What follows belongs to an exercise in optimizing a design on an open flow for a short achievable clock period and few clock cycles; a production flow would make more cautious choices. The RTL was checked by simulation tests, not by an equivalence proof against the original design. Power figures rest on the tool's default switching activity, not on a simulated workload.

## flow/design.v (module list and top-level ports; edited modules follow where they fit)
// module fetch_unit: 42 lines
// module decoder: 54 lines
// module int_registers: 29 lines
// module bypass_ctrl: 28 lines
// module exe_stage: 136 lines
// module mult_pipe: 1919 lines
// module vi_core: 162 lines
module vi_core (
	input  logic                   clk_i,
	input  logic                   reset_i,
	output logic                   mem_read_o,
	output vi_pipe_pkg::mem_addr_t mem_read_addr_o,
	input  logic                   mem_data_ready_i,
	input  vi_pipe_pkg::word_t     mem_data_i,
	output logic                   mem_write_enable_o,
	output vi_pipe_pkg::mem_addr_t mem_write_addr_o,
	output vi_pipe_pkg::word_t     mem_write_data_o
);
  // ...
==> flow/flow/run.sh <==
#!/bin/bash
# The standard layout, with the timing repair asked to leave more setup slack than the
# flow settings allow, so that it works on paths well inside the clock period. Constraints,
# clock period and every other step are the standard ones.
set -euo pipefail
bash standard.sh SETUP_SLACK_MARGIN=6.3 finish > standard_flow.log 2>&1
==> flow/standard.sh <==
#!/bin/bash
# synth_recipe.tcl (not shown) runs the flow's synth.tcl, then flattens the netlist and writes it again
# the make line also repeats each setting of config.mk as NAME=value (left out here)
make -C /OpenROAD-flow-scripts/flow DESIGN_CONFIG=/design/flow/config.mk WORK_HOME=/design/flow/orfs CLKGATE_MAP_FILE= SYNTH_SCRIPT=/design/flow/synth_recipe.tcl "${@:-finish}"
==> flow/config.mk <==
export PLATFORM = sky130hd
export DESIGN_NAME = vi_core
export DESIGN_NICKNAME = vi_core
export VERILOG_FILES = /design/flow/design.v
export SDC_FILE = /design/flow/constraint.sdc
export NUM_CORES = 4
export LEC_CHECK = 0
export CAP_MARGIN = 30
export CORE_MARGIN = 2
export CORE_UTILIZATION = 30
export PLACE_DENSITY = 0.5
export SLEW_MARGIN = 30
==> flow/constraint.sdc <==
create_clock -name core_clock -period 9.0 [get_ports {clk_i}]
set_input_delay 1.8000 -clock core_clock [delete_from_list [all_inputs] [get_ports {clk_i}]]
set_output_delay 1.8000 -clock core_clock [all_outputs]
set_load 0.01 [all_outputs]
==> flow_summary.json, run 1 <==
{
  "layout_min_cycle_time_ns": 3.615,
  "routedWlPerCell_um": 41.12,
  "grt.busiest_layer": "met2",
  "place_inst": 11060,
  "route.layer.met1.wl_um": 172100,
  "cts_hold_buf": 0,
  "cp_max_fo": 4,
  "hpwl_um": 272900,
  "netlist.area_leader.share_pct": 39.83,
  "highest_layer": "met5",
  "outcome": "timing/DRC/antenna clean",
  "dp_slack_ns": 4.393,
  "crit_chain": "inv_2, fa_1, inv_2, ha_4, o21ai_4, a221oi_4, buf_6, a2111oi_4, buf_4, o21a_4, buf_6, buf_6, nor4_4, a211oi_4, buf_6, mux2_4, buf_4",
  "design.seq.count": 1698,
  "synth_top_family_by_area": "compound AO/OA/AOI/OAI gates",
  "inv_count": 294,
  "synthCells": 7725,
  "crit_start": "mult_pipe.st2_q[9]$_DFF_P_",
  "die_w_um": 529.3,
  "p_clk_share_pct": 23.9,
  "r2r-start": "mult_pipe.st2_q[9]$_DFF_P_",
  "antenna_found_initial": 56,
  "buffer_area_share_pct": 11.28,
  "final_area_mm2": 0.1101,
  "mappedNetlistArea_mm2": 0.08279,
  "avgSynthCellArea_um2": 10.72,
  "start_util_pct": 30.20,
  "io_buffers": 106,
  "synth_top_area_cell": "edfxtp_1",
  "final_cells": 12160,
  "final_common_cell": "nor2_1",
  "grt_use_met3_pct": 16.43,
  "power_leakage_nw": 40.04
}
Testbench counts, summed over its fixed seeds: cycles 18,032.
==> module fetch_unit, before the edit <==
module fetch_unit (
	input  logic        clk_i,
	input  logic        reset_i,
	input  logic        stall_i,
	input  logic        mem_data_ready_i,
	input  logic [31:0] mem_data_i,
	output logic        mem_read_o,
	output logic [19:0] mem_read_addr_o,
	output logic        instr_valid_o,
	output logic [31:0] instr_o
);
	logic        read_q;
	logic        fetched_q;
	logic        valid_q;
	logic [17:0] pc_q;
	logic [31:0] instr_q;
	always_ff @(posedge clk_i) begin
		if (reset_i) begin
			read_q <= 1'b0;
			fetched_q <= 1'b0;
			valid_q <= 1'b0;
		end else begin
			read_q <= !mem_data_ready_i && (read_q || !stall_i);
			fetched_q <= read_q && mem_data_ready_i;
			valid_q <= (read_q && mem_data_ready_i) || (valid_q && stall_i);
		end
	end
	always_ff @(posedge clk_i) begin
		if (!stall_i)
			instr_q <= mem_data_i;
	end
	always_ff @(posedge clk_i) begin
		if (reset_i)
			pc_q <= '0;
		else if (fetched_q)
			pc_q <= pc_q + 18'd1;
	end
	assign mem_read_o = read_q;
	assign mem_read_addr_o = {pc_q, 2'b00};
	assign instr_valid_o = valid_q;
	assign instr_o = instr_q;
endmodule
==> module decoder, before the edit <==
module decoder (
	input  logic        instr_valid_i,
	input  logic [31:0] instr_i,
	output logic        alu_o,
	output logic        mul_o,
	output logic        sw_o,
	output logic        sub_o,
	output logic        and_o,
	output logic        or_o,
	output logic        imm_sel_o,
	output logic [4:0]  rs1_o,
	output logic [4:0]  rs2_o,
	output logic [4:0]  rd_o,
	output logic [31:0] imm_o
);
	logic [6:0] opcode;
	logic [2:0] funct3;
	logic [6:0] funct7;
	logic       is_op;
	logic       f7_base;
	logic       op_add;
	logic       op_sub;
	logic       op_and;
	logic       op_or;
	logic       op_mul;
	logic       op_addi;
	logic       op_sw;
	logic       rd_nz;
	assign opcode = instr_i[6:0];
	assign funct3 = instr_i[14:12];
	assign funct7 = instr_i[31:25];
	assign is_op = (opcode == 7'b0110011);
	assign f7_base = (funct7 == 7'b0000000);
	assign op_add = is_op && f7_base && funct3 == 3'b000;
	assign op_sub = is_op && funct7 == 7'b0100000 && funct3 == 3'b000;
	assign op_and = is_op && f7_base && funct3 == 3'b111;
	assign op_or = is_op && f7_base && funct3 == 3'b110;
	assign op_mul = is_op && funct7 == 7'b0000001 && funct3 == 3'b000;
	assign op_addi = (opcode == 7'b0010011) && funct3 == 3'b000;
	assign op_sw = (opcode == 7'b0100011) && funct3 == 3'b010;
	assign rd_nz = (instr_i[11:7] != 5'd0);
	assign alu_o = instr_valid_i && rd_nz && (op_add || op_sub || op_and || op_or || op_addi);
	assign mul_o = instr_valid_i && rd_nz && op_mul;
	assign sw_o = instr_valid_i && op_sw;
	assign sub_o = op_sub;
	assign and_o = op_and;
	assign or_o = op_or;
	assign imm_sel_o = op_addi || op_sw;
	assign rs1_o = instr_i[19:15];
	assign rs2_o = instr_i[24:20];
	assign rd_o = instr_i[11:7];
	assign imm_o = op_sw ? {{20{instr_i[31]}}, instr_i[31:25], instr_i[11:7]} :
		{{20{instr_i[31]}}, instr_i[31:20]};
endmodule
==> module int_registers, before the edit <==
module int_registers (
	input  logic        clk_i,
	input  logic        clear_i,
	input  logic [4:0]  rs1_i,
	input  logic [4:0]  rs2_i,
	input  logic        wr_en_i,
	input  logic [4:0]  wr_addr_i,
	input  logic [31:0] wr_data_i,
	output logic [31:0] rs1_data_o,
	output logic [31:0] rs2_data_o
);
	logic [31:0] regs_q [1:31];
	logic [31:0] rd_view [32];
	always_ff @(posedge clk_i) begin
		if (clear_i) begin
			for (int i = 1; i < 32; i++)
				regs_q[i] <= '0;
		end else if (wr_en_i && wr_addr_i != 5'd0) begin
			regs_q[wr_addr_i] <= wr_data_i;
		end
	end
	always_comb begin
		rd_view[0] = '0;
		for (int i = 1; i < 32; i++)
			rd_view[i] = regs_q[i];
	end
	assign rs1_data_o = rd_view[rs1_i];
	assign rs2_data_o = rd_view[rs2_i];
endmodule
==> module bypass_ctrl, before the edit <==
module bypass_ctrl (
	input  logic       dec_mul_i,
	input  logic [4:0] rs1_i,
	input  logic [4:0] rs2_i,
	input  logic       x2_alu_i,
	input  logic       x2_mul_i,
	input  logic [4:0] x2_rd_i,
	input  logic       x3_mul_i,
	input  logic [4:0] x3_rd_i,
	input  logic       alu_v_i,
	input  logic [4:0] alu_rd_i,
	input  logic       mul_v_i,
	input  logic [4:0] mul_rd_i,
	output logic [2:0] sel_a_o,
	output logic [2:0] sel_b_o,
	output logic       stall_o
);
	function automatic logic [2:0] source(logic [4:0] src);
		logic newest;
		newest = (x2_alu_i || x2_mul_i) && x2_rd_i == src;
		source[2] = newest && x2_mul_i;
		source[1] = newest ? x2_alu_i : (alu_v_i && alu_rd_i == src);
		source[0] = !newest && ((x3_mul_i && x3_rd_i == src) || (mul_v_i && mul_rd_i == src));
	endfunction
	assign sel_a_o = source(rs1_i);
	assign sel_b_o = source(rs2_i);
	assign stall_o = dec_mul_i && (sel_a_o[2] || sel_b_o[2]);
endmodule
==> module exe_stage, before the edit <==
module exe_stage (
	input  logic        clk_i,
	input  logic        reset_i,
	input  logic        stall_i,
	input  logic        alu_i,
	input  logic        mul_i,
	input  logic        sw_i,
	input  logic        sub_i,
	input  logic        and_i,
	input  logic        or_i,
	input  logic        imm_sel_i,
	input  logic [4:0]  rd_i,
	input  logic [31:0] imm_i,
	input  logic [31:0] rs1_data_i,
	input  logic [31:0] rs2_data_i,
	input  logic [2:0]  sel_a_i,
	input  logic [2:0]  sel_b_i,
	input  logic [31:0] cpa_i,
	input  logic [31:0] mul_q_i,
	output logic        mul_start_o,
	output logic [4:0]  x1_rd_o,
	output logic [31:0] mul_a_o,
	output logic [31:0] mul_b_o,
	output logic        x2_alu_o,
	output logic [4:0]  x2_rd_o,
	output logic        alu_v_o,
	output logic [4:0]  alu_rd_o,
	output logic [31:0] alu_q_o,
	output logic        mem_write_enable_o,
	output logic [19:0] mem_write_addr_o,
	output logic [31:0] mem_write_data_o
);
	logic        x1_alu;
	logic        x1_mul;
	logic        x1_sw;
	logic        x1_sub;
	logic        x1_and;
	logic        x1_or;
	logic        x1_imm_sel;
	logic [4:0]  x1_rd;
	logic [31:0] x1_imm;
	logic [31:0] x1_a;
	logic [31:0] x1_b;
	logic [2:0]  x1_sel_a;
	logic [2:0]  x1_sel_b;
	logic [31:0] a;
	logic [31:0] b;
	logic        x2_alu;
	logic        x2_sw;
	logic        x2_sub;
	logic        x2_and;
	logic        x2_or;
	logic [4:0]  x2_rd;
	logic [31:0] x2_a;
	logic [31:0] x2_b;
	logic [31:0] x2_data;
	logic [32:0] sum;
	logic [31:0] result;
	always_ff @(posedge clk_i) begin
		if (reset_i || stall_i) begin
			x1_alu <= 1'b0;
			x1_mul <= 1'b0;
			x1_sw <= 1'b0;
		end else begin
			x1_alu <= alu_i;
			x1_mul <= mul_i;
			x1_sw <= sw_i;
		end
	end
	always_ff @(posedge clk_i) begin
		x1_sub <= sub_i;
		x1_and <= and_i;
		x1_or <= or_i;
		x1_imm_sel <= imm_sel_i;
		x1_rd <= rd_i;
		x1_imm <= imm_i;
		x1_a <= rs1_data_i;
		x1_b <= rs2_data_i;
		x1_sel_a <= sel_a_i;
		x1_sel_b <= sel_b_i;
	end
	assign mul_a_o = x1_sel_a[1] ? alu_q_o : x1_sel_a[0] ? mul_q_i : x1_a;
	assign mul_b_o = x1_sel_b[1] ? alu_q_o : x1_sel_b[0] ? mul_q_i : x1_b;
	assign a = x1_sel_a[2] ? cpa_i : mul_a_o;
	assign b = x1_sel_b[2] ? cpa_i : mul_b_o;
	always_ff @(posedge clk_i) begin
		if (reset_i) begin
			x2_alu <= 1'b0;
			x2_sw <= 1'b0;
		end else begin
			x2_alu <= x1_alu;
			x2_sw <= x1_sw;
		end
	end
	always_ff @(posedge clk_i) begin
		x2_sub <= x1_sub;
		x2_and <= x1_and;
		x2_or <= x1_or;
		x2_rd <= x1_rd;
		x2_a <= a;
		x2_b <= x1_imm_sel ? x1_imm : (x1_sub ? ~b : b);
		x2_data <= b;
	end
	assign sum = {x2_a, 1'b1} + {x2_b, x2_sub};
	always_comb begin
		if (x2_and)
			result = x2_a & x2_b;
		else if (x2_or)
			result = x2_a | x2_b;
		else
			result = sum[32:1];
	end
	always_ff @(posedge clk_i) begin
		if (reset_i) begin
			alu_v_o <= 1'b0;
			mem_write_enable_o <= 1'b0;
		end else begin
			alu_v_o <= x2_alu;
			mem_write_enable_o <= x2_sw;
		end
	end
	always_ff @(posedge clk_i) begin
		if (x2_alu) begin
			alu_rd_o <= x2_rd;
			alu_q_o <= result;
		end
	end
	always_ff @(posedge clk_i) begin
		mem_write_addr_o <= sum[20:1];
		mem_write_data_o <= x2_data;
	end
	assign mul_start_o = x1_mul;
	assign x1_rd_o = x1_rd;
	assign x2_alu_o = x2_alu;
	assign x2_rd_o = x2_rd;
endmodule
==> module vi_core, before the edit <==
module vi_core (
	input  logic                   clk_i,
	input  logic                   reset_i,
	output logic                   mem_read_o,
	output vi_pipe_pkg::mem_addr_t mem_read_addr_o,
	input  logic                   mem_data_ready_i,
	input  vi_pipe_pkg::word_t     mem_data_i,
	output logic                   mem_write_enable_o,
	output vi_pipe_pkg::mem_addr_t mem_write_addr_o,
	output vi_pipe_pkg::word_t     mem_write_data_o
);
	logic        reset_q;
	logic        stall;
	logic        instr_valid;
	logic [31:0] instr;
	logic        dec_alu;
	logic        dec_mul;
	logic        dec_sw;
	logic        dec_sub;
	logic        dec_and;
	logic        dec_or;
	logic        dec_imm_sel;
	logic [4:0]  dec_rs1;
	logic [4:0]  dec_rs2;
	logic [4:0]  dec_rd;
	logic [31:0] dec_imm;
	logic [31:0] rs1_data;
	logic [31:0] rs2_data;
	logic [2:0]  sel_a;
	logic [2:0]  sel_b;
	logic        mul_start;
	logic [4:0]  x1_rd;
	logic [31:0] mul_a;
	logic [31:0] mul_b;
	logic [31:0] product;
	logic        x2_alu;
	logic [4:0]  x2_rd;
	logic        alu_v;
	logic [4:0]  alu_rd;
	logic [31:0] alu_q;
	logic        m2_v;
	logic        m3_v;
	logic [4:0]  m3_rd;
	logic        mul_v;
	logic [4:0]  mul_rd;
	logic [31:0] mul_q;
	always_ff @(posedge clk_i) begin
		reset_q <= reset_i;
	end
	fetch_unit fetch_unit (
		.clk_i            (clk_i),
		.reset_i          (reset_i),
		.stall_i          (stall),
		.mem_data_ready_i (mem_data_ready_i),
		.mem_data_i       (mem_data_i),
		.mem_read_o       (mem_read_o),
		.mem_read_addr_o  (mem_read_addr_o),
		.instr_valid_o    (instr_valid),
		.instr_o          (instr)
	);
	decoder decoder (
		.instr_valid_i (instr_valid),
		.instr_i       (instr),
		.alu_o         (dec_alu),
		.mul_o         (dec_mul),
		.sw_o          (dec_sw),
		.sub_o         (dec_sub),
		.and_o         (dec_and),
		.or_o          (dec_or),
		.imm_sel_o     (dec_imm_sel),
		.rs1_o         (dec_rs1),
		.rs2_o         (dec_rs2),
		.rd_o          (dec_rd),
		.imm_o         (dec_imm)
	);
	int_registers int_registers (
		.clk_i      (clk_i),
		.clear_i    (reset_q),
		.rs1_i      (dec_rs1),
		.rs2_i      (dec_rs2),
		.wr_en_i    (alu_v || mul_v),
		.wr_addr_i  (alu_v ? alu_rd : mul_rd),
		.wr_data_i  (alu_v ? alu_q : mul_q),
		.rs1_data_o (rs1_data),
		.rs2_data_o (rs2_data)
	);
	bypass_ctrl bypass_ctrl (
		.dec_mul_i (dec_mul),
		.rs1_i     (dec_rs1),
		.rs2_i     (dec_rs2),
		.x2_alu_i  (x2_alu),
		.x2_mul_i  (m2_v),
		.x2_rd_i   (x2_rd),
		.x3_mul_i  (m3_v),
		.x3_rd_i   (m3_rd),
		.alu_v_i   (alu_v),
		.alu_rd_i  (alu_rd),
		.mul_v_i   (mul_v),
		.mul_rd_i  (mul_rd),
		.sel_a_o   (sel_a),
		.sel_b_o   (sel_b),
		.stall_o   (stall)
	);
	exe_stage exe_stage (
		.clk_i              (clk_i),
		.reset_i            (reset_i),
		.stall_i            (stall),
		.alu_i              (dec_alu),
		.mul_i              (dec_mul),
		.sw_i               (dec_sw),
		.sub_i              (dec_sub),
		.and_i              (dec_and),
		.or_i               (dec_or),
		.imm_sel_i          (dec_imm_sel),
		.rd_i               (dec_rd),
		.imm_i              (dec_imm),
		.rs1_data_i         (rs1_data),
		.rs2_data_i         (rs2_data),
		.sel_a_i            (sel_a),
		.sel_b_i            (sel_b),
		.cpa_i              (product),
		.mul_q_i            (mul_q),
		.mul_start_o        (mul_start),
		.x1_rd_o            (x1_rd),
		.mul_a_o            (mul_a),
		.mul_b_o            (mul_b),
		.x2_alu_o           (x2_alu),
		.x2_rd_o            (x2_rd),
		.alu_v_o            (alu_v),
		.alu_rd_o           (alu_rd),
		.alu_q_o            (alu_q),
		.mem_write_enable_o (mem_write_enable_o),
		.mem_write_addr_o   (mem_write_addr_o),
		.mem_write_data_o   (mem_write_data_o)
	);
	mult_pipe mult_pipe (
		.clk_i (clk_i),
		.a_i   (mul_a),
		.b_i   (mul_b),
		.p_o   (product)
	);
	always_ff @(posedge clk_i) begin
		if (reset_i) begin
			m2_v <= 1'b0;
			m3_v <= 1'b0;
			mul_v <= 1'b0;
		end else begin
			m2_v <= mul_start;
			m3_v <= m2_v;
			mul_v <= m3_v;
		end
	end
	always_ff @(posedge clk_i) begin
		m3_rd <= x2_rd;
	end
	always_ff @(posedge clk_i) begin
		if (m3_v) begin
			mul_rd <= m3_rd;
			mul_q <= product;
		end
	end
endmodule
==> run 2, diff against run 1 <==
--- a/flow/design.v
+++ b/flow/design.v
@@ -28,63 +28,116 @@
 	input  logic        clk_i,
 	input  logic        reset_i,
 	input  logic        stall_i,
 	input  logic        mem_data_ready_i,
 	input  logic [31:0] mem_data_i,
 	output logic        mem_read_o,
 	output logic [19:0] mem_read_addr_o,
 	output logic        instr_valid_o,
-	output logic [31:0] instr_o
+	output logic        alu_o,
+	output logic        mul_o,
+	output logic        sw_o,
+	output logic        sub_o,
+	output logic        and_o,
+	output logic        or_o,
+	output logic        imm_sel_o,
+	output logic [4:0]  rs1_o,
+	output logic [4:0]  rs2_o,
+	output logic [31:0] rs1_oh_o,
+	output logic [31:0] rs2_oh_o,
+	output logic [4:0]  rd_o,
+	output logic [31:0] imm_o
 );
 	logic        read_q;
 	logic        fetched_q;
 	logic        valid_q;
 	logic [17:0] pc_q;
-	logic [31:0] instr_q;
+	logic        alu;
+	logic        mul;
+	logic        sw;
+	logic        sub;
+	logic        and_op;
+	logic        or_op;
+	logic        imm_sel;
+	logic [4:0]  rs1;
+	logic [4:0]  rs2;
+	logic [31:0] rs1_oh;
+	logic [31:0] rs2_oh;
+	logic [4:0]  rd;
+	logic [31:0] imm;
 	always_ff @(posedge clk_i) begin
 		if (reset_i) begin
 			read_q <= 1'b0;
 			fetched_q <= 1'b0;
 			valid_q <= 1'b0;
 		end else begin
 			read_q <= !mem_data_ready_i && (read_q || !stall_i);
 			fetched_q <= read_q && mem_data_ready_i;
 			valid_q <= (read_q && mem_data_ready_i) || (valid_q && stall_i);
 		end
 	end
+	decoder decoder (
+		.instr_i   (mem_data_i),
+		.alu_o     (alu),
+		.mul_o     (mul),
+		.sw_o      (sw),
+		.sub_o     (sub),
+		.and_o     (and_op),
+		.or_o      (or_op),
+		.imm_sel_o (imm_sel),
+		.rs1_o     (rs1),
+		.rs2_o     (rs2),
+		.rs1_oh_o  (rs1_oh),
+		.rs2_oh_o  (rs2_oh),
+		.rd_o      (rd),
+		.imm_o     (imm)
+	);
 	always_ff @(posedge clk_i) begin
-		if (!stall_i)
-			instr_q <= mem_data_i;
+		if (!stall_i) begin
+			alu_o <= alu;
+			mul_o <= mul;
+			sw_o <= sw;
+			sub_o <= sub;
+			and_o <= and_op;
+			or_o <= or_op;
+			imm_sel_o <= imm_sel;
+			rs1_o <= rs1;
+			rs2_o <= rs2;
+			rs1_oh_o <= rs1_oh;
+			rs2_oh_o <= rs2_oh;
+			rd_o <= rd;
+			imm_o <= imm;
+		end
 	end
 	always_ff @(posedge clk_i) begin
 		if (reset_i)
 			pc_q <= '0;
 		else if (fetched_q)
 			pc_q <= pc_q + 18'd1;
 	end
 	assign mem_read_o = read_q;
 	assign mem_read_addr_o = {pc_q, 2'b00};
 	assign instr_valid_o = valid_q;
-	assign instr_o = instr_q;
 endmodule
 `default_nettype wire
 `default_nettype none
 module decoder (
-	input  logic        instr_valid_i,
 	input  logic [31:0] instr_i,
 	output logic        alu_o,
 	output logic        mul_o,
 	output logic        sw_o,
 	output logic        sub_o,
 	output logic        and_o,
 	output logic        or_o,
 	output logic        imm_sel_o,
 	output logic [4:0]  rs1_o,
 	output logic [4:0]  rs2_o,
+	output logic [31:0] rs1_oh_o,
+	output logic [31:0] rs2_oh_o,
 	output logic [4:0]  rd_o,
 	output logic [31:0] imm_o
 );
 	logic [6:0] opcode;
 	logic [2:0] funct3;
 	logic [6:0] funct7;
 	logic       is_op;
 	logic       f7_base;
@@ -104,89 +157,106 @@
 	assign op_add = is_op && f7_base && funct3 == 3'b000;
 	assign op_sub = is_op && funct7 == 7'b0100000 && funct3 == 3'b000;
 	assign op_and = is_op && f7_base && funct3 == 3'b111;
 	assign op_or = is_op && f7_base && funct3 == 3'b110;
 	assign op_mul = is_op && funct7 == 7'b0000001 && funct3 == 3'b000;
 	assign op_addi = (opcode == 7'b0010011) && funct3 == 3'b000;
 	assign op_sw = (opcode == 7'b0100011) && funct3 == 3'b010;
 	assign rd_nz = (instr_i[11:7] != 5'd0);
-	assign alu_o = instr_valid_i && rd_nz && (op_add || op_sub || op_and || op_or || op_addi);
-	assign mul_o = instr_valid_i && rd_nz && op_mul;
-	assign sw_o = instr_valid_i && op_sw;
+	assign alu_o = rd_nz && (op_add || op_sub || op_and || op_or || op_addi);
+	assign mul_o = rd_nz && op_mul;
+	assign sw_o = op_sw;
 	assign sub_o = op_sub;
 	assign and_o = op_and;
 	assign or_o = op_or;
 	assign imm_sel_o = op_addi || op_sw;
 	assign rs1_o = instr_i[19:15];
 	assign rs2_o = instr_i[24:20];
 	assign rd_o = instr_i[11:7];
+	always_comb begin
+		for (int i = 0; i < 32; i++) begin
+			rs1_oh_o[i] = (i != 0) && instr_i[19:15] == 5'(i);
+			rs2_oh_o[i] = (i != 0) && instr_i[24:20] == 5'(i);
+		end
+	end
 	assign imm_o = op_sw ? {{20{instr_i[31]}}, instr_i[31:25], instr_i[11:7]} :
 		{{20{instr_i[31]}}, instr_i[31:20]};
 endmodule
 `default_nettype wire
 `default_nettype none
 module int_registers (
 	input  logic        clk_i,
 	input  logic        clear_i,
-	input  logic [4:0]  rs1_i,
-	input  logic [4:0]  rs2_i,
+	input  logic [31:0] rs1_oh_i,
+	input  logic [31:0] rs2_oh_i,
 	input  logic        wr_en_i,
 	input  logic [4:0]  wr_addr_i,
 	input  logic [31:0] wr_data_i,
 	output logic [31:0] rs1_data_o,
 	output logic [31:0] rs2_data_o
 );
 	logic [31:0] regs_q [1:31];
-	logic [31:0] rd_view [32];
 	always_ff @(posedge clk_i) begin
 		if (clear_i) begin
 			for (int i = 1; i < 32; i++)
 				regs_q[i] <= '0;
 		end else if (wr_en_i && wr_addr_i != 5'd0) begin
 			regs_q[wr_addr_i] <= wr_data_i;
 		end
 	end
 	always_comb begin
-		rd_view[0] = '0;
-		for (int i = 1; i < 32; i++)
-			rd_view[i] = regs_q[i];
+		rs1_data_o = '0;
+		rs2_data_o = '0;
+		for (int i = 1; i < 32; i++) begin
+			rs1_data_o = rs1_data_o | ({32{rs1_oh_i[i]}} & regs_q[i]);
+			rs2_data_o = rs2_data_o | ({32{rs2_oh_i[i]}} & regs_q[i]);
+		end
 	end
-	assign rs1_data_o = rd_view[rs1_i];
-	assign rs2_data_o = rd_view[rs2_i];
 endmodule
 `default_nettype wire
 `default_nettype none
 module bypass_ctrl (
 	input  logic       dec_mul_i,
+	input  logic       dec_uses_a_i,
+	input  logic       dec_uses_b_i,
 	input  logic [4:0] rs1_i,
 	input  logic [4:0] rs2_i,
 	input  logic       x2_alu_i,
 	input  logic       x2_mul_i,
 	input  logic [4:0] x2_rd_i,
 	input  logic       x3_mul_i,
 	input  logic [4:0] x3_rd_i,
 	input  logic       alu_v_i,
 	input  logic [4:0] alu_rd_i,
 	input  logic       mul_v_i,
 	input  logic [4:0] mul_rd_i,
+	output logic [1:0] pend_a_o,
+	output logic [1:0] pend_b_o,
 	output logic [2:0] sel_a_o,
 	output logic [2:0] sel_b_o,
 	output logic       stall_o
 );
+	function automatic logic [1:0] pending(logic [4:0] src);
+		pending[1] = alu_v_i && alu_rd_i == src;
+		pending[0] = mul_v_i && mul_rd_i == src;
+	endfunction
 	function automatic logic [2:0] source(logic [4:0] src);
 		logic newest;
 		newest = (x2_alu_i || x2_mul_i) && x2_rd_i == src;
 		source[2] = newest && x2_mul_i;
-		source[1] = newest ? x2_alu_i : (alu_v_i && alu_rd_i == src);
-		source[0] = !newest && ((x3_mul_i && x3_rd_i == src) || (mul_v_i && mul_rd_i == src));
+		source[1] = newest && x2_alu_i;
+		source[0] = !newest && x3_mul_i && x3_rd_i == src;
 	endfunction
+	assign pend_a_o = pending(rs1_i);
+	assign pend_b_o = pending(rs2_i);
 	assign sel_a_o = source(rs1_i);
 	assign sel_b_o = source(rs2_i);
-	assign stall_o = dec_mul_i && (sel_a_o[2] || sel_b_o[2]);
+	assign stall_o = (dec_mul_i && (sel_a_o != 3'b000 || sel_b_o != 3'b000)) ||
+		(dec_uses_a_i && sel_a_o[2]) || (dec_uses_b_i && sel_b_o[2]);
 endmodule
 `default_nettype wire
 `default_nettype none
 module exe_stage (
 	input  logic        clk_i,
 	input  logic        reset_i,
 	input  logic        stall_i,
 	input  logic        alu_i,
@@ -197,17 +267,16 @@
 	input  logic        or_i,
 	input  logic        imm_sel_i,
 	input  logic [4:0]  rd_i,
 	input  logic [31:0] imm_i,
 	input  logic [31:0] rs1_data_i,
 	input  logic [31:0] rs2_data_i,
 	input  logic [2:0]  sel_a_i,
 	input  logic [2:0]  sel_b_i,
-	input  logic [31:0] cpa_i,
 	input  logic [31:0] mul_q_i,
 	output logic        mul_start_o,
 	output logic [4:0]  x1_rd_o,
 	output logic [31:0] mul_a_o,
 	output logic [31:0] mul_b_o,
 	output logic        x2_alu_o,
 	output logic [4:0]  x2_rd_o,
 	output logic        alu_v_o,
@@ -227,118 +296,164 @@
 	logic [4:0]  x1_rd;
 	logic [31:0] x1_imm;
 	logic [31:0] x1_a;
 	logic [31:0] x1_b;
 	logic [2:0]  x1_sel_a;
 	logic [2:0]  x1_sel_b;
 	logic [31:0] a;
 	logic [31:0] b;
+	logic [31:0] b_arith;
 	logic        x2_alu;
 	logic        x2_sw;
-	logic        x2_sub;
 	logic        x2_and;
 	logic        x2_or;
 	logic [4:0]  x2_rd;
-	logic [31:0] x2_a;
-	logic [31:0] x2_b;
+	logic [31:0] x2_g;
+	logic [31:0] x2_t;
+	logic [31:0] x2_p;
+	logic [31:0] x2_gs;
+	logic [31:0] x2_ts;
+	logic [31:0] carry;
+	logic [31:0] borrow;
 	logic [31:0] x2_data;
-	logic [32:0] sum;
+	logic        x2_sub;
+	logic [31:0] sum;
+	logic [31:0] diff;
 	logic [31:0] result;
 	always_ff @(posedge clk_i) begin
-		if (reset_i || stall_i) begin
+		if (reset_i) begin
 			x1_alu <= 1'b0;
 			x1_mul <= 1'b0;
 			x1_sw <= 1'b0;
 		end else begin
-			x1_alu <= alu_i;
-			x1_mul <= mul_i;
-			x1_sw <= sw_i;
+			x1_alu <= alu_i && !stall_i;
+			x1_mul <= mul_i && !stall_i;
+			x1_sw <= sw_i && !stall_i;
 		end
 	end
 	always_ff @(posedge clk_i) begin
 		x1_sub <= sub_i;
 		x1_and <= and_i;
 		x1_or <= or_i;
 		x1_imm_sel <= imm_sel_i;
 		x1_rd <= rd_i;
 		x1_imm <= imm_i;
 		x1_a <= rs1_data_i;
 		x1_b <= rs2_data_i;
 		x1_sel_a <= sel_a_i;
 		x1_sel_b <= sel_b_i;
 	end
-	assign mul_a_o = x1_sel_a[1] ? alu_q_o : x1_sel_a[0] ? mul_q_i : x1_a;
-	assign mul_b_o = x1_sel_b[1] ? alu_q_o : x1_sel_b[0] ? mul_q_i : x1_b;
-	assign a = x1_sel_a[2] ? cpa_i : mul_a_o;
-	assign b = x1_sel_b[2] ? cpa_i : mul_b_o;
+	assign mul_a_o = x1_a;
+	assign mul_b_o = x1_b;
+	assign a = x1_sel_a[1] ? alu_q_o : x1_sel_a[0] ? mul_q_i : x1_a;
+	assign b = x1_sel_b[1] ? alu_q_o : x1_sel_b[0] ? mul_q_i : x1_b;
+	assign b_arith = x1_imm_sel ? x1_imm : b;
 	always_ff @(posedge clk_i) begin
 		if (reset_i) begin
 			x2_alu <= 1'b0;
 			x2_sw <= 1'b0;
 		end else begin
 			x2_alu <= x1_alu;
 			x2_sw <= x1_sw;
 		end
 	end
 	always_ff @(posedge clk_i) begin
 		x2_sub <= x1_sub;
 		x2_and <= x1_and;
 		x2_or <= x1_or;
 		x2_rd <= x1_rd;
-		x2_a <= a;
-		x2_b <= x1_imm_sel ? x1_imm : (x1_sub ? ~b : b);
+		x2_g <= a & b_arith;
+		x2_t <= a | b_arith;
+		x2_p <= a ^ b_arith;
+		x2_gs <= a & ~b;
+		x2_ts <= a | ~b;
 		x2_data <= b;
 	end
-	assign sum = {x2_a, 1'b1} + {x2_b, x2_sub};
+	prefix_carry add_carry (
+		.g_i (x2_g),
+		.t_i (x2_t),
+		.c_o (carry)
+	);
+	prefix_carry sub_carry (
+		.g_i ({x2_gs[31:1], x2_ts[0]}),
+		.t_i (x2_ts),
+		.c_o (borrow)
+	);
+	assign sum = x2_p ^ {carry[30:0], 1'b0};
+	assign diff = ~x2_p ^ {borrow[30:0], 1'b1};
 	always_comb begin
 		if (x2_and)
-			result = x2_a & x2_b;
+			result = x2_g;
 		else if (x2_or)
-			result = x2_a | x2_b;
+			result = x2_t;
+		else if (x2_sub)
+			result = diff;
 		else
-			result = sum[32:1];
+			result = sum;
 	end
 	always_ff @(posedge clk_i) begin
 		if (reset_i) begin
 			alu_v_o <= 1'b0;
 			mem_write_enable_o <= 1'b0;
 		end else begin
 			alu_v_o <= x2_alu;
 			mem_write_enable_o <= x2_sw;
 		end
 	end
 	always_ff @(posedge clk_i) begin
-		if (x2_alu) begin
-			alu_rd_o <= x2_rd;
-			alu_q_o <= result;
-		end
+		alu_rd_o <= x2_rd;
+		alu_q_o <= result;
 	end
 	always_ff @(posedge clk_i) begin
-		mem_write_addr_o <= sum[20:1];
+		mem_write_addr_o <= sum[19:0];
 		mem_write_data_o <= x2_data;
 	end
 	assign mul_start_o = x1_mul;
 	assign x1_rd_o = x1_rd;
 	assign x2_alu_o = x2_alu;
 	assign x2_rd_o = x2_rd;
 endmodule
+module prefix_carry (
+	input  logic [31:0] g_i,
+	input  logic [31:0] t_i,
+	output logic [31:0] c_o
+);
+	logic [31:0] g [6];
+	logic [31:0] t [6];
+	always_comb begin
+		g[0] = g_i;
+		t[0] = t_i;
+		for (int l = 0; l < 5; l++) begin
+			for (int i = 0; i < 32; i++) begin
+				if (i >= (1 << l)) begin
+					g[l+1][i] = g[l][i] | (t[l][i] & g[l][i - (1 << l)]);
+					t[l+1][i] = t[l][i] & t[l][i - (1 << l)];
+				end else begin
+					g[l+1][i] = g[l][i];
+					t[l+1][i] = t[l][i];
+				end
+			end
+		end
+	end
+	assign c_o = g[5];
+endmodule
 `default_nettype wire
 `default_nettype none
 module mult_pipe (
 	input  logic        clk_i,
 	input  logic [31:0] a_i,
 	input  logic [31:0] b_i,
 	output logic [31:0] p_o
 );
 	logic [15:0] neg;
 	logic [15:0] one;
 	logic [15:0] two;
 	logic [223:0] st1_q;
-	logic [91:0] st2_q;
+	logic [62:0] st2_q;
 	logic [31:0] r0;
 	logic [31:0] r1;
 	logic pp1;
 	logic pp2;
 	logic pp3;
 	logic pp4;
 	logic pp5;
 	logic pp6;
@@ -1794,75 +1909,75 @@
 	assign c671 = (s606 & s608) | (s606 & c603) | (s608 & c603);
 	assign s672 = s610 ^ s612 ^ c607;
 	assign c673 = (s610 & s612) | (s610 & c607) | (s612 & c607);
 	assign s674 = s614 ^ s616 ^ c611;
 	assign c675 = (s614 & s616) | (s614 & c611) | (s616 & c611);
 	assign s676 = s618 ^ s620 ^ c615;
 	assign c677 = (s618 & s620) | (s618 & c615) | (s620 & c615);
 	assign s678 = s622 ^ s623 ^ c619;
-	assign s679 = st2_q[3] ^ st2_q[4];
-	assign c680 = st2_q[3] & st2_q[4];
-	assign s681 = st2_q[6] ^ st2_q[7];
-	assign c682 = st2_q[6] & st2_q[7];
-	assign s683 = st2_q[8] ^ st2_q[9] ^ st2_q[10];
-	assign c684 = (st2_q[8] & st2_q[9]) | (st2_q[8] & st2_q[10]) | (st2_q[9] & st2_q[10]);
-	assign s685 = st2_q[11] ^ st2_q[12] ^ st2_q[13];
-	assign c686 = (st2_q[11] & st2_q[12]) | (st2_q[11] & st2_q[13]) | (st2_q[12] & st2_q[13]);
-	assign s687 = st2_q[14] ^ st2_q[15] ^ st2_q[16];
-	assign c688 = (st2_q[14] & st2_q[15]) | (st2_q[14] & st2_q[16]) | (st2_q[15] & st2_q[16]);
-	assign s689 = st2_q[17] ^ st2_q[18] ^ st2_q[19];
-	assign c690 = (st2_q[17] & st2_q[18]) | (st2_q[17] & st2_q[19]) | (st2_q[18] & st2_q[19]);
-	assign s691 = st2_q[20] ^ st2_q[21] ^ st2_q[22];
-	assign c692 = (st2_q[20] & st2_q[21]) | (st2_q[20] & st2_q[22]) | (st2_q[21] & st2_q[22]);
-	assign s693 = st2_q[23] ^ st2_q[24] ^ st2_q[25];
-	assign c694 = (st2_q[23] & st2_q[24]) | (st2_q[23] & st2_q[25]) | (st2_q[24] & st2_q[25]);
-	assign s695 = st2_q[26] ^ st2_q[27] ^ st2_q[28];
-	assign c696 = (st2_q[26] & st2_q[27]) | (st2_q[26] & st2_q[28]) | (st2_q[27] & st2_q[28]);
-	assign s697 = st2_q[29] ^ st2_q[30] ^ st2_q[31];
-	assign c698 = (st2_q[29] & st2_q[30]) | (st2_q[29] & st2_q[31]) | (st2_q[30] & st2_q[31]);
-	assign s699 = st2_q[32] ^ st2_q[33] ^ st2_q[34];
-	assign c700 = (st2_q[32] & st2_q[33]) | (st2_q[32] & st2_q[34]) | (st2_q[33] & st2_q[34]);
-	assign s701 = st2_q[35] ^ st2_q[36] ^ st2_q[37];
-	assign c702 = (st2_q[35] & st2_q[36]) | (st2_q[35] & st2_q[37]) | (st2_q[36] & st2_q[37]);
-	assign s703 = st2_q[38] ^ st2_q[39] ^ st2_q[40];
-	assign c704 = (st2_q[38] & st2_q[39]) | (st2_q[38] & st2_q[40]) | (st2_q[39] & st2_q[40]);
-	assign s705 = st2_q[41] ^ st2_q[42] ^ st2_q[43];
-	assign c706 = (st2_q[41] & st2_q[42]) | (st2_q[41] & st2_q[43]) | (st2_q[42] & st2_q[43]);
-	assign s707 = st2_q[44] ^ st2_q[45] ^ st2_q[46];
-	assign c708 = (st2_q[44] & st2_q[45]) | (st2_q[44] & st2_q[46]) | (st2_q[45] & st2_q[46]);
-	assign s709 = st2_q[47] ^ st2_q[48] ^ st2_q[49];
-	assign c710 = (st2_q[47] & st2_q[48]) | (st2_q[47] & st2_q[49]) | (st2_q[48] & st2_q[49]);
-	assign s711 = st2_q[50] ^ st2_q[51] ^ st2_q[52];
-	assign c712 = (st2_q[50] & st2_q[51]) | (st2_q[50] & st2_q[52]) | (st2_q[51] & st2_q[52]);
-	assign s713 = st2_q[53] ^ st2_q[54] ^ st2_q[55];
-	assign c714 = (st2_q[53] & st2_q[54]) | (st2_q[53] & st2_q[55]) | (st2_q[54] & st2_q[55]);
-	assign s715 = st2_q[56] ^ st2_q[57] ^ st2_q[58];
-	assign c716 = (st2_q[56] & st2_q[57]) | (st2_q[56] & st2_q[58]) | (st2_q[57] & st2_q[58]);
-	assign s717 = st2_q[59] ^ st2_q[60] ^ st2_q[61];
-	assign c718 = (st2_q[59] & st2_q[60]) | (st2_q[59] & st2_q[61]) | (st2_q[60] & st2_q[61]);
-	assign s719 = st2_q[62] ^ st2_q[63] ^ st2_q[64];
-	assign c720 = (st2_q[62] & st2_q[63]) | (st2_q[62] & st2_q[64]) | (st2_q[63] & st2_q[64]);
-	assign s721 = st2_q[65] ^ st2_q[66] ^ st2_q[67];
-	assign c722 = (st2_q[65] & st2_q[66]) | (st2_q[65] & st2_q[67]) | (st2_q[66] & st2_q[67]);
-	assign s723 = st2_q[68] ^ st2_q[69] ^ st2_q[70];
-	assign c724 = (st2_q[68] & st2_q[69]) | (st2_q[68] & st2_q[70]) | (st2_q[69] & st2_q[70]);
-	assign s725 = st2_q[71] ^ st2_q[72] ^ st2_q[73];
-	assign c726 = (st2_q[71] & st2_q[72]) | (st2_q[71] & st2_q[73]) | (st2_q[72] & st2_q[73]);
-	assign s727 = st2_q[74] ^ st2_q[75] ^ st2_q[76];
-	assign c728 = (st2_q[74] & st2_q[75]) | (st2_q[74] & st2_q[76]) | (st2_q[75] & st2_q[76]);
-	assign s729 = st2_q[77] ^ st2_q[78] ^ st2_q[79];
-	assign c730 = (st2_q[77] & st2_q[78]) | (st2_q[77] & st2_q[79]) | (st2_q[78] & st2_q[79]);
-	assign s731 = st2_q[80] ^ st2_q[81] ^ st2_q[82];
-	assign c732 = (st2_q[80] & st2_q[81]) | (st2_q[80] & st2_q[82]) | (st2_q[81] & st2_q[82]);
-	assign s733 = st2_q[83] ^ st2_q[84] ^ st2_q[85];
-	assign c734 = (st2_q[83] & st2_q[84]) | (st2_q[83] & st2_q[85]) | (st2_q[84] & st2_q[85]);
-	assign s735 = st2_q[86] ^ st2_q[87] ^ st2_q[88];
-	assign c736 = (st2_q[86] & st2_q[87]) | (st2_q[86] & st2_q[88]) | (st2_q[87] & st2_q[88]);
-	assign s737 = st2_q[89] ^ st2_q[90] ^ st2_q[91];
+	assign s679 = st1_q[3] ^ st1_q[4];
+	assign c680 = st1_q[3] & st1_q[4];
+	assign s681 = st1_q[6] ^ st1_q[7];
+	assign c682 = st1_q[6] & st1_q[7];
+	assign s683 = s624 ^ st1_q[10] ^ st1_q[11];
+	assign c684 = (s624 & st1_q[10]) | (s624 & st1_q[11]) | (st1_q[10] & st1_q[11]);
+	assign s685 = s626 ^ st1_q[14] ^ c625;
+	assign c686 = (s626 & st1_q[14]) | (s626 & c625) | (st1_q[14] & c625);
+	assign s687 = s628 ^ st1_q[19] ^ c627;
+	assign c688 = (s628 & st1_q[19]) | (s628 & c627) | (st1_q[19] & c627);
+	assign s689 = s630 ^ c527 ^ c629;
+	assign c690 = (s630 & c527) | (s630 & c629) | (c527 & c629);
+	assign s691 = s632 ^ c529 ^ c631;
+	assign c692 = (s632 & c529) | (s632 & c631) | (c529 & c631);
+	assign s693 = s634 ^ c533 ^ c633;
+	assign c694 = (s634 & c533) | (s634 & c633) | (c533 & c633);
+	assign s695 = s636 ^ c537 ^ c635;
+	assign c696 = (s636 & c537) | (s636 & c635) | (c537 & c635);
+	assign s697 = s638 ^ c541 ^ c637;
+	assign c698 = (s638 & c541) | (s638 & c637) | (c541 & c637);
+	assign s699 = s640 ^ c545 ^ c639;
+	assign c700 = (s640 & c545) | (s640 & c639) | (c545 & c639);
+	assign s701 = s642 ^ c549 ^ c641;
+	assign c702 = (s642 & c549) | (s642 & c641) | (c549 & c641);
+	assign s703 = s644 ^ c553 ^ c643;
+	assign c704 = (s644 & c553) | (s644 & c643) | (c553 & c643);
+	assign s705 = s646 ^ c557 ^ c645;
+	assign c706 = (s646 & c557) | (s646 & c645) | (c557 & c645);
+	assign s707 = s648 ^ c561 ^ c647;
+	assign c708 = (s648 & c561) | (s648 & c647) | (c561 & c647);
+	assign s709 = s650 ^ c565 ^ c649;
+	assign c710 = (s650 & c565) | (s650 & c649) | (c565 & c649);
+	assign s711 = s652 ^ c569 ^ c651;
+	assign c712 = (s652 & c569) | (s652 & c651) | (c569 & c651);
+	assign s713 = s654 ^ c573 ^ c653;
+	assign c714 = (s654 & c573) | (s654 & c653) | (c573 & c653);
+	assign s715 = s656 ^ c577 ^ c655;
+	assign c716 = (s656 & c577) | (s656 & c655) | (c577 & c655);
+	assign s717 = s658 ^ c581 ^ c657;
+	assign c718 = (s658 & c581) | (s658 & c657) | (c581 & c657);
+	assign s719 = s660 ^ c585 ^ c659;
+	assign c720 = (s660 & c585) | (s660 & c659) | (c585 & c659);
+	assign s721 = s662 ^ c589 ^ c661;
+	assign c722 = (s662 & c589) | (s662 & c661) | (c589 & c661);
+	assign s723 = s664 ^ c593 ^ c663;
+	assign c724 = (s664 & c593) | (s664 & c663) | (c593 & c663);
+	assign s725 = s666 ^ c597 ^ c665;
+	assign c726 = (s666 & c597) | (s666 & c665) | (c597 & c665);
+	assign s727 = s668 ^ c601 ^ c667;
+	assign c728 = (s668 & c601) | (s668 & c667) | (c601 & c667);
+	assign s729 = s670 ^ c605 ^ c669;
+	assign c730 = (s670 & c605) | (s670 & c669) | (c605 & c669);
+	assign s731 = s672 ^ c609 ^ c671;
+	assign c732 = (s672 & c609) | (s672 & c671) | (c609 & c671);
+	assign s733 = s674 ^ c613 ^ c673;
+	assign c734 = (s674 & c613) | (s674 & c673) | (c613 & c673);
+	assign s735 = s676 ^ c617 ^ c675;
+	assign c736 = (s676 & c617) | (s676 & c675) | (c617 & c675);
+	assign s737 = s678 ^ c621 ^ c677;
 	always_ff @(posedge clk_i) begin
 		st1_q[0] <= pp1;
 		st1_q[1] <= neg[0];
 		st1_q[2] <= pp2;
 		st1_q[3] <= pp3;
 		st1_q[4] <= pp33;
 		st1_q[5] <= neg[1];
 		st1_q[6] <= pp4;
@@ -2081,170 +2196,141 @@
 		st1_q[219] <= c304;
 		st1_q[220] <= c398;
 		st1_q[221] <= c400;
 		st1_q[222] <= c402;
 		st1_q[223] <= c404;
 		st2_q[0] <= st1_q[0];
 		st2_q[1] <= st1_q[1];
 		st2_q[2] <= st1_q[2];
-		st2_q[3] <= st1_q[3];
-		st2_q[4] <= st1_q[4];
-		st2_q[5] <= st1_q[5];
-		st2_q[6] <= st1_q[6];
-		st2_q[7] <= st1_q[7];
-		st2_q[8] <= s624;
-		st2_q[9] <= st1_q[10];
-		st2_q[10] <= st1_q[11];
-		st2_q[11] <= s626;
-		st2_q[12] <= st1_q[14];
-		st2_q[13] <= c625;
-		st2_q[14] <= s628;
-		st2_q[15] <= st1_q[19];
-		st2_q[16] <= c627;
-		st2_q[17] <= s630;
-		st2_q[18] <= c527;
-		st2_q[19] <= c629;
-		st2_q[20] <= s632;
-		st2_q[21] <= c529;
-		st2_q[22] <= c631;
-		st2_q[23] <= s634;
-		st2_q[24] <= c533;
-		st2_q[25] <= c633;
-		st2_q[26] <= s636;
-		st2_q[27] <= c537;
-		st2_q[28] <= c635;
-		st2_q[29] <= s638;
-		st2_q[30] <= c541;
-		st2_q[31] <= c637;
-		st2_q[32] <= s640;
-		st2_q[33] <= c545;
-		st2_q[34] <= c639;
-		st2_q[35] <= s642;
-		st2_q[36] <= c549;
-		st2_q[37] <= c641;
-		st2_q[38] <= s644;
-		st2_q[39] <= c553;
-		st2_q[40] <= c643;
-		st2_q[41] <= s646;
-		st2_q[42] <= c557;
-		st2_q[43] <= c645;
-		st2_q[44] <= s648;
-		st2_q[45] <= c561;
-		st2_q[46] <= c647;
-		st2_q[47] <= s650;
-		st2_q[48] <= c565;
-		st2_q[49] <= c649;
-		st2_q[50] <= s652;
-		st2_q[51] <= c569;
-		st2_q[52] <= c651;
-		st2_q[53] <= s654;
-		st2_q[54] <= c573;
-		st2_q[55] <= c653;
-		st2_q[56] <= s656;
-		st2_q[57] <= c577;
-		st2_q[58] <= c655;
-		st2_q[59] <= s658;
-		st2_q[60] <= c581;
-		st2_q[61] <= c657;
-		st2_q[62] <= s660;
-		st2_q[63] <= c585;
-		st2_q[64] <= c659;
-		st2_q[65] <= s662;
-		st2_q[66] <= c589;
-		st2_q[67] <= c661;
-		st2_q[68] <= s664;
-		st2_q[69] <= c593;
-		st2_q[70] <= c663;
-		st2_q[71] <= s666;
-		st2_q[72] <= c597;
-		st2_q[73] <= c665;
-		st2_q[74] <= s668;
-		st2_q[75] <= c601;
-		st2_q[76] <= c667;
-		st2_q[77] <= s670;
-		st2_q[78] <= c605;
-		st2_q[79] <= c669;
-		st2_q[80] <= s672;
-		st2_q[81] <= c609;
-		st2_q[82] <= c671;
-		st2_q[83] <= s674;
-		st2_q[84] <= c613;
-		st2_q[85] <= c673;
-		st2_q[86] <= s676;
-		st2_q[87] <= c617;
-		st2_q[88] <= c675;
-		st2_q[89] <= s678;
-		st2_q[90] <= c621;
-		st2_q[91] <= c677;
+		st2_q[3] <= s679;
+		st2_q[4] <= st1_q[5];
+		st2_q[5] <= s681;
+		st2_q[6] <= c680;
+		st2_q[7] <= s683;
+		st2_q[8] <= c682;
+		st2_q[9] <= s685;
+		st2_q[10] <= c684;
+		st2_q[11] <= s687;
+		st2_q[12] <= c686;
+		st2_q[13] <= s689;
+		st2_q[14] <= c688;
+		st2_q[15] <= s691;
+		st2_q[16] <= c690;
+		st2_q[17] <= s693;
+		st2_q[18] <= c692;
+		st2_q[19] <= s695;
+		st2_q[20] <= c694;
+		st2_q[21] <= s697;
+		st2_q[22] <= c696;
+		st2_q[23] <= s699;
+		st2_q[24] <= c698;
+		st2_q[25] <= s701;
+		st2_q[26] <= c700;
+		st2_q[27] <= s703;
+		st2_q[28] <= c702;
+		st2_q[29] <= s705;
+		st2_q[30] <= c704;
+		st2_q[31] <= s707;
+		st2_q[32] <= c706;
+		st2_q[33] <= s709;
+		st2_q[34] <= c708;
+		st2_q[35] <= s711;
+		st2_q[36] <= c710;
+		st2_q[37] <= s713;
+		st2_q[38] <= c712;
+		st2_q[39] <= s715;
+		st2_q[40] <= c714;
+		st2_q[41] <= s717;
+		st2_q[42] <= c716;
+		st2_q[43] <= s719;
+		st2_q[44] <= c718;
+		st2_q[45] <= s721;
+		st2_q[46] <= c720;
+		st2_q[47] <= s723;
+		st2_q[48] <= c722;
+		st2_q[49] <= s725;
+		st2_q[50] <= c724;
+		st2_q[51] <= s727;
+		st2_q[52] <= c726;
+		st2_q[53] <= s729;
+		st2_q[54] <= c728;
+		st2_q[55] <= s731;
+		st2_q[56] <= c730;
+		st2_q[57] <= s733;
+		st2_q[58] <= c732;
+		st2_q[59] <= s735;
+		st2_q[60] <= c734;
+		st2_q[61] <= s737;
+		st2_q[62] <= c736;
 	end
 	assign r0[0] = st2_q[0];
 	assign r1[0] = st2_q[1];
 	assign r0[1] = st2_q[2];
 	assign r1[1] = 1'b0;
-	assign r0[2] = s679;
-	assign r1[2] = st2_q[5];
-	assign r0[3] = s681;
-	assign r1[3] = c680;
-	assign r0[4] = s683;
-	assign r1[4] = c682;
-	assign r0[5] = s685;
-	assign r1[5] = c684;
-	assign r0[6] = s687;
-	assign r1[6] = c686;
-	assign r0[7] = s689;
-	assign r1[7] = c688;
-	assign r0[8] = s691;
-	assign r1[8] = c690;
-	assign r0[9] = s693;
-	assign r1[9] = c692;
-	assign r0[10] = s695;
-	assign r1[10] = c694;
-	assign r0[11] = s697;
-	assign r1[11] = c696;
-	assign r0[12] = s699;
-	assign r1[12] = c698;
-	assign r0[13] = s701;
-	assign r1[13] = c700;
-	assign r0[14] = s703;
-	assign r1[14] = c702;
-	assign r0[15] = s705;
-	assign r1[15] = c704;
-	assign r0[16] = s707;
-	assign r1[16] = c706;
-	assign r0[17] = s709;
-	assign r1[17] = c708;
-	assign r0[18] = s711;
-	assign r1[18] = c710;
-	assign r0[19] = s713;
-	assign r1[19] = c712;
-	assign r0[20] = s715;
-	assign r1[20] = c714;
-	assign r0[21] = s717;
-	assign r1[21] = c716;
-	assign r0[22] = s719;
-	assign r1[22] = c718;
-	assign r0[23] = s721;
-	assign r1[23] = c720;
-	assign r0[24] = s723;
-	assign r1[24] = c722;
-	assign r0[25] = s725;
-	assign r1[25] = c724;
-	assign r0[26] = s727;
-	assign r1[26] = c726;
-	assign r0[27] = s729;
-	assign r1[27] = c728;
-	assign r0[28] = s731;
-	assign r1[28] = c730;
-	assign r0[29] = s733;
-	assign r1[29] = c732;
-	assign r0[30] = s735;
-	assign r1[30] = c734;
-	assign r0[31] = s737;
-	assign r1[31] = c736;
+	assign r0[2] = st2_q[3];
+	assign r1[2] = st2_q[4];
+	assign r0[3] = st2_q[5];
+	assign r1[3] = st2_q[6];
+	assign r0[4] = st2_q[7];
+	assign r1[4] = st2_q[8];
+	assign r0[5] = st2_q[9];
+	assign r1[5] = st2_q[10];
+	assign r0[6] = st2_q[11];
+	assign r1[6] = st2_q[12];
+	assign r0[7] = st2_q[13];
+	assign r1[7] = st2_q[14];
+	assign r0[8] = st2_q[15];
+	assign r1[8] = st2_q[16];
+	assign r0[9] = st2_q[17];
+	assign r1[9] = st2_q[18];
+	assign r0[10] = st2_q[19];
+	assign r1[10] = st2_q[20];
+	assign r0[11] = st2_q[21];
+	assign r1[11] = st2_q[22];
+	assign r0[12] = st2_q[23];
+	assign r1[12] = st2_q[24];
+	assign r0[13] = st2_q[25];
+	assign r1[13] = st2_q[26];
+	assign r0[14] = st2_q[27];
+	assign r1[14] = st2_q[28];
+	assign r0[15] = st2_q[29];
+	assign r1[15] = st2_q[30];
+	assign r0[16] = st2_q[31];
+	assign r1[16] = st2_q[32];
+	assign r0[17] = st2_q[33];
+	assign r1[17] = st2_q[34];
+	assign r0[18] = st2_q[35];
+	assign r1[18] = st2_q[36];
+	assign r0[19] = st2_q[37];
+	assign r1[19] = st2_q[38];
+	assign r0[20] = st2_q[39];
+	assign r1[20] = st2_q[40];
+	assign r0[21] = st2_q[41];
+	assign r1[21] = st2_q[42];
+	assign r0[22] = st2_q[43];
+	assign r1[22] = st2_q[44];
+	assign r0[23] = st2_q[45];
+	assign r1[23] = st2_q[46];
+	assign r0[24] = st2_q[47];
+	assign r1[24] = st2_q[48];
+	assign r0[25] = st2_q[49];
+	assign r1[25] = st2_q[50];
+	assign r0[26] = st2_q[51];
+	assign r1[26] = st2_q[52];
+	assign r0[27] = st2_q[53];
+	assign r1[27] = st2_q[54];
+	assign r0[28] = st2_q[55];
+	assign r1[28] = st2_q[56];
+	assign r0[29] = st2_q[57];
+	assign r1[29] = st2_q[58];
+	assign r0[30] = st2_q[59];
+	assign r1[30] = st2_q[60];
+	assign r0[31] = st2_q[61];
+	assign r1[31] = st2_q[62];
 	assign p_o = r0 + r1;
 endmodule
 `default_nettype wire
 `default_nettype none
 module vi_core (
 	input  logic                   clk_i,
 	input  logic                   reset_i,
 	output logic                   mem_read_o,
@@ -2253,30 +2339,38 @@
 	input  vi_pipe_pkg::word_t     mem_data_i,
 	output logic                   mem_write_enable_o,
 	output vi_pipe_pkg::mem_addr_t mem_write_addr_o,
 	output vi_pipe_pkg::word_t     mem_write_data_o
 );
 	logic        reset_q;
 	logic        stall;
 	logic        instr_valid;
-	logic [31:0] instr;
+	logic        fd_alu;
+	logic        fd_mul;
+	logic        fd_sw;
 	logic        dec_alu;
 	logic        dec_mul;
 	logic        dec_sw;
 	logic        dec_sub;
 	logic        dec_and;
 	logic        dec_or;
 	logic        dec_imm_sel;
 	logic [4:0]  dec_rs1;
 	logic [4:0]  dec_rs2;
+	logic [31:0] dec_rs1_oh;
+	logic [31:0] dec_rs2_oh;
 	logic [4:0]  dec_rd;
 	logic [31:0] dec_imm;
 	logic [31:0] rs1_data;
 	logic [31:0] rs2_data;
+	logic [1:0]  pend_a;
+	logic [1:0]  pend_b;
+	logic [31:0] op_a;
+	logic [31:0] op_b;
 	logic [2:0]  sel_a;
 	logic [2:0]  sel_b;
 	logic        mul_start;
 	logic [4:0]  x1_rd;
 	logic [31:0] mul_a;
 	logic [31:0] mul_b;
 	logic [31:0] product;
 	logic        x2_alu;
@@ -2297,79 +2391,84 @@
 		.clk_i            (clk_i),
 		.reset_i          (reset_i),
 		.stall_i          (stall),
 		.mem_data_ready_i (mem_data_ready_i),
 		.mem_data_i       (mem_data_i),
 		.mem_read_o       (mem_read_o),
 		.mem_read_addr_o  (mem_read_addr_o),
 		.instr_valid_o    (instr_valid),
-		.instr_o          (instr)
-	);
-	decoder decoder (
-		.instr_valid_i (instr_valid),
-		.instr_i       (instr),
-		.alu_o         (dec_alu),
-		.mul_o         (dec_mul),
-		.sw_o          (dec_sw),
-		.sub_o         (dec_sub),
-		.and_o         (dec_and),
-		.or_o          (dec_or),
-		.imm_sel_o     (dec_imm_sel),
-		.rs1_o         (dec_rs1),
-		.rs2_o         (dec_rs2),
-		.rd_o          (dec_rd),
-		.imm_o         (dec_imm)
+		.alu_o            (fd_alu),
+		.mul_o            (fd_mul),
+		.sw_o             (fd_sw),
+		.sub_o            (dec_sub),
+		.and_o            (dec_and),
+		.or_o             (dec_or),
+		.imm_sel_o        (dec_imm_sel),
+		.rs1_o            (dec_rs1),
+		.rs2_o            (dec_rs2),
+		.rs1_oh_o         (dec_rs1_oh),
+		.rs2_oh_o         (dec_rs2_oh),
+		.rd_o             (dec_rd),
+		.imm_o            (dec_imm)
 	);
+	assign dec_alu = instr_valid && fd_alu;
+	assign dec_mul = instr_valid && fd_mul;
+	assign dec_sw = instr_valid && fd_sw;
 	int_registers int_registers (
 		.clk_i      (clk_i),
 		.clear_i    (reset_q),
-		.rs1_i      (dec_rs1),
-		.rs2_i      (dec_rs2),
+		.rs1_oh_i   (dec_rs1_oh),
+		.rs2_oh_i   (dec_rs2_oh),
 		.wr_en_i    (alu_v || mul_v),
 		.wr_addr_i  (alu_v ? alu_rd : mul_rd),
 		.wr_data_i  (alu_v ? alu_q : mul_q),
 		.rs1_data_o (rs1_data),
 		.rs2_data_o (rs2_data)
 	);
 	bypass_ctrl bypass_ctrl (
 		.dec_mul_i (dec_mul),
+		.dec_uses_a_i (dec_alu || dec_sw),
+		.dec_uses_b_i (dec_sw || (dec_alu && !dec_imm_sel)),
 		.rs1_i     (dec_rs1),
 		.rs2_i     (dec_rs2),
 		.x2_alu_i  (x2_alu),
 		.x2_mul_i  (m2_v),
 		.x2_rd_i   (x2_rd),
 		.x3_mul_i  (m3_v),
 		.x3_rd_i   (m3_rd),
 		.alu_v_i   (alu_v),
 		.alu_rd_i  (alu_rd),
 		.mul_v_i   (mul_v),
 		.mul_rd_i  (mul_rd),
+		.pend_a_o  (pend_a),
+		.pend_b_o  (pend_b),
 		.sel_a_o   (sel_a),
 		.sel_b_o   (sel_b),
 		.stall_o   (stall)
 	);
+	assign op_a = pend_a[1] ? alu_q : pend_a[0] ? mul_q : rs1_data;
+	assign op_b = pend_b[1] ? alu_q : pend_b[0] ? mul_q : rs2_data;
 	exe_stage exe_stage (
 		.clk_i              (clk_i),
 		.reset_i            (reset_i),
 		.stall_i            (stall),
 		.alu_i              (dec_alu),
 		.mul_i              (dec_mul),
 		.sw_i               (dec_sw),
 		.sub_i              (dec_sub),
 		.and_i              (dec_and),
 		.or_i               (dec_or),
 		.imm_sel_i          (dec_imm_sel),
 		.rd_i               (dec_rd),
 		.imm_i              (dec_imm),
-		.rs1_data_i         (rs1_data),
-		.rs2_data_i         (rs2_data),
+		.rs1_data_i         (op_a),
+		.rs2_data_i         (op_b),
 		.sel_a_i            (sel_a),
 		.sel_b_i            (sel_b),
-		.cpa_i              (product),
 		.mul_q_i            (mul_q),
 		.mul_start_o        (mul_start),
 		.x1_rd_o            (x1_rd),
 		.mul_a_o            (mul_a),
 		.mul_b_o            (mul_b),
 		.x2_alu_o           (x2_alu),
 		.x2_rd_o            (x2_rd),
 		.alu_v_o            (alu_v),
@@ -2395,15 +2494,13 @@
 			m3_v <= m2_v;
 			mul_v <= m3_v;
 		end
 	end
 	always_ff @(posedge clk_i) begin
 		m3_rd <= x2_rd;
 	end
 	always_ff @(posedge clk_i) begin
-		if (m3_v) begin
-			mul_rd <= m3_rd;
-			mul_q <= product;
-		end
+		mul_rd <= m3_rd;
+		mul_q <= product;
 	end
 endmodule
 `default_nettype wire
==> flow/config.mk (replaced) <==
export PLATFORM = sky130hd
export DESIGN_NAME = vi_core
export DESIGN_NICKNAME = vi_core
export VERILOG_FILES = /design/flow/design.v
export SDC_FILE = /design/flow/constraint.sdc
export NUM_CORES = 4
export LEC_CHECK = 0
export CAP_MARGIN = 30
export CORE_MARGIN = 2
export CORE_UTILIZATION = 45
export CTS_CLUSTER_DIAMETER = 80
export CTS_CLUSTER_SIZE = 25
export PLACE_DENSITY = 0.6
export SLEW_MARGIN = 30
==> flow_summary.json, run 2 <==
{
  "slowest_delay_ns": 0.37,
  "ir_drop_v": 0.0002474,
  "crit_type": "register to output pin",
  "ys_top_cells_by_area": "edfxtp_1, dfxtp_1, nor2_1",
  "outcome": "timing/DRC/antenna clean",
  "vias": 80050,
  "fin_ws_ns": 5.867,
  "hpwl_um": 251800,
  "crit_path_top_delay_cell": "dfxtp_4",
  "design.core.area_mm2": 0.1974,
  "numClockSinks": 1819,
  "fin_nets": 8905,
  "num_rows": 163,
  "rr_worst_depth": 9,
  "hp-class": "register to register",
  "p_sw_share_pct": 39.99,
  "avgSynthCellArea_um2": 10.21,
  "synthArstFlopShare_pct": 0,
  "cp.depth": 1,
  "rsz0062_at_grt": "yes",
  "slew_headroom_pct": 18.34,
  "routed_via_density": 7.092,
  "cp_max_fo": 4,
  "gr-usage-all-layers_pct": 41.12,
  "synth_edf_count": 1088,
  "yosys_warnings": 10,
  "synth_seq_cells": 1819,
  "io_buffers": 106,
  "holdPathStages": 0,
  "slew_violations": 0,
  "grt_max_degree": 98,
  "setup_viol": 0,
  "reg2reg_setup_slack_ns": 6.22,
  "worstMarginPinSlew_ns": 1.225,
  "crit_arrival_ns": 1.33,
  "largest_register_ffs": 992,
  "cp-start-kind": "register",
  "synthFlopType": "edfxtp_1",
  "dp_slack_ns": 5.278,
  "gp_congestion": 0.9759,
  "cts_max_path_buffers": 3,
  "synth_most_common_cell": "nor2_1",
  "synth_top_area_cell": "edfxtp_1",
  "die_w_um": 449.8,
  "mostFrequentLayoutCells": "nor2_1, edfxtp_1, dfxtp_1",
  "power_leakage_nw": 37.22,
  "critPathCapture": "mem_read_addr_o[15]",
  "pwr-share-seq_pct": 42.3,
  "critical_path_required_ns": 7.20,
  "numCtsBuffers": 105,
  "area.growth.synth_to_final_pct": 12.02,
  "synth_common_cells": "nor2_1, edfxtp_1, dfxtp_1",
  "die_y_um": 449.8,
  "multi_input_area_mm2": 0.03918,
  "routedWlPerCell_um": 38.59,
  "final_common_cell": "nor2_1",
  "grt_pass1_wl_um": 584600,
  "r2r-end": "exe_stage.x1_a[30]$_DFF_P_",
  "firstDrtPassIters": 17,
  "htreeDepth": 3,
  "cp_top_family": "flip-flops",
  "cts_tree": "built",
  "wl_um": 435600,
  "dieArea_mm2": 0.2023,
  "synth_cell_types": 89,
  "r2r-start": "fetch_unit.rs1_oh_o[18]$_DFFE_PN_",
  "start_util_pct": 45.30,
  "power_density_mw_per_mm2": 273.1,
  "p_clk_share_pct": 21.0,
  "layout_min_cycle_time_ns": 3.133,
  "num_io_pins": 109,
  "path_clk_slew_ns": 0.09,
  "seq_area_mm2": 0.04751,
  "dpl_cell_area_mm2": 0.09310,
  "cts.root.buffer_cell": "clkbuf_16",
  "crit_chain": "buf_6",
  "hold_viol_final": 0,
  "mappedNetlistArea_mm2": 0.08943,
  "end_kind": "output pin",
  "layout-drive-gt1-share_pct": 11.56,
  "fmax_mhz": 319.2,
  "combPwrFrac_pct": 36.7,
  "finalCritPeriodShare_pct": 34.81,
  "netlist.area_leader.share_pct": 36.53,
  "finClkSkew_ns": 0.06926,
  "yosysSeqAreaShare_pct": 52.89,
  "drtIter0Drc": 15610,
  "overflow": 0,
  "critPathBufInv": 1,
  "antenna_found_initial": 16,
  "crit_start": "fetch_unit.pc_q[13]$_SDFFE_PP0P_",
  "first_global_vias": 73220,
  "regMostFlops": "int_registers.regs_q",
  "fin_tns_setup_ns": 0,
  "fill_cells": 17770,
  "switchingPower_mw": 10.94,
  "final_area_mm2": 0.1002,
  "insertion_delay_ns": 0.85,
  "drtAntennaViolNets": 0,
  "whs_ns": 0.3279,
  "drv_cap": 0,
  "reg.largest.list": "int_registers.regs_q x992, mult_pipe.st1_q x224, mult_pipe.st2_q x63",
  "synthCells": 8763,
  "p_int_mw": 16.42,
  "drc_errors": 0
}
-- run 2: cell types whose count changed in the layout (fill, tap and decap cells not counted), sizes merged, moves of 71 or more --
cell	change
o21ai	-71
buf	-540
a21oi	+202
nand3	-118
a22o	+192
nor2	+256
inv	+86
a221oi	+213
nand2	+324
clkbuf	-131
a22oi	-387
maj3	+106
dfxtp	+131
o221ai	-194
-- run 2: what timing repair did --
action,CTS,global route
buffers inserted,59,68
cloned,7,8
endpoints found under the setup margin,1414,804
pin swaps,15,38
resized for setup,598,196
hold buffers,0,0
-- run 2: area by class of cell --
class,instances,share of cell area [%]
clock inverters,70,0.9055
well taps,2640,3.297
multi-input cells,5774,39.11
diodes,18,0.04496
flip-flops and latches,1819,47.42
clock buffers,116,2.758
repair buffers,486,5.066
inverters,365,1.398
-- run 2: cells by family (layout without fill, tap and decap cells) --
group / count (synthesis) / after routing / share of synthesized area, %
muxes: 141 / 141 / 1.585
other: 1 / 20 / 0.004193
adders and majority gates: 429 / 429 / 7.322
AOI/OAI and AO/OA: 2459 / 2459 / 19.35
DFF: 1819 / 1819 / 52.89
and+or+nand+nor: 2519 / 2525 / 11.75
xor gates and xnor gates: 218 / 218 / 2.150
buffers and inverters: 1177 / 1037 / 4.950
-- run 2: worst min path at each step --
| stage | startpoint | to | slack, ns |
|---|---|---|---|
| floorplan | exe_stage.x2_data[0]$_DFF_P_ | exe_stage.mem_write_data_o[0]$_DFF_P_ | 0.31 |
| global placement | mult_pipe.st1_q[5]$_DFF_P_ | mult_pipe.st2_q[4]$_DFF_P_ | 0.31 |
| detailed placement | exe_stage.x2_data[18]$_DFF_P_ | exe_stage.mem_write_data_o[18]$_DFF_P_ | 0.31 |
| CTS | exe_stage.x2_data[18]$_DFF_P_ | exe_stage.mem_write_data_o[18]$_DFF_P_ | 0.33 |
| global route | exe_stage.x2_data[26]$_DFF_P_ | exe_stage.mem_write_data_o[26]$_DFF_P_ | 0.33 |
| finish | exe_stage.x2_data[26]$_DFF_P_ | exe_stage.mem_write_data_o[26]$_DFF_P_ | 0.33 |
-- run 2: per-stage QoR --
stage / util, % / cells / power [mW]
after floorplan: - / 8764 / 17.12
after global placement: 47.10 / 10940 / 20.65
after detailed placement: 47.16 / 10940 / 20.92
after CTS: 49.83 / 11190 / 26.80
after global routing: 50.73 / 11280 / 28.69
final: 50.75 / 11290 / 27.36
-- run 2: power groups by stage --
stage | clock, mW | combinational, mW | sequential [mW]
after floorplan | 0 | 6.34 | 10.8
after global placement | 0 | 8.99 | 11.7
after detailed placement | 0 | 9.25 | 11.7
after CTS | 5.74 | 9.58 | 11.5
after global routing | 6.02 | 11.1 | 11.6
final | 5.74 | 10.1 | 11.6
-- run 2: metal layers --
| layer | track usage [%] | vias to the layer above | part of all wire (%) |
|---|---|---|---|
| met3 | 17.36 | 2409 | 16 |
| met1 | 49.96 | 38600 | 34 |
| met4 | 28.97 | 16 | 9.7 |
| met2 | 58.44 | 7559 | 40 |
| li1 | - | 31460 | - |
| met5 | 1.894 | - | 0.13 |
Testbench counts of run 2, summed over its fixed seeds: cycles 18,319.

Setup slack of run 2, layout unchanged: 5.867 ns with ideal ports, 5.772 ns with driving cells assumed (clock clkbuf_16, inputs buf_2), 5.551 ns with port delays also shifted by the 0.912 ns mid clock arrival.
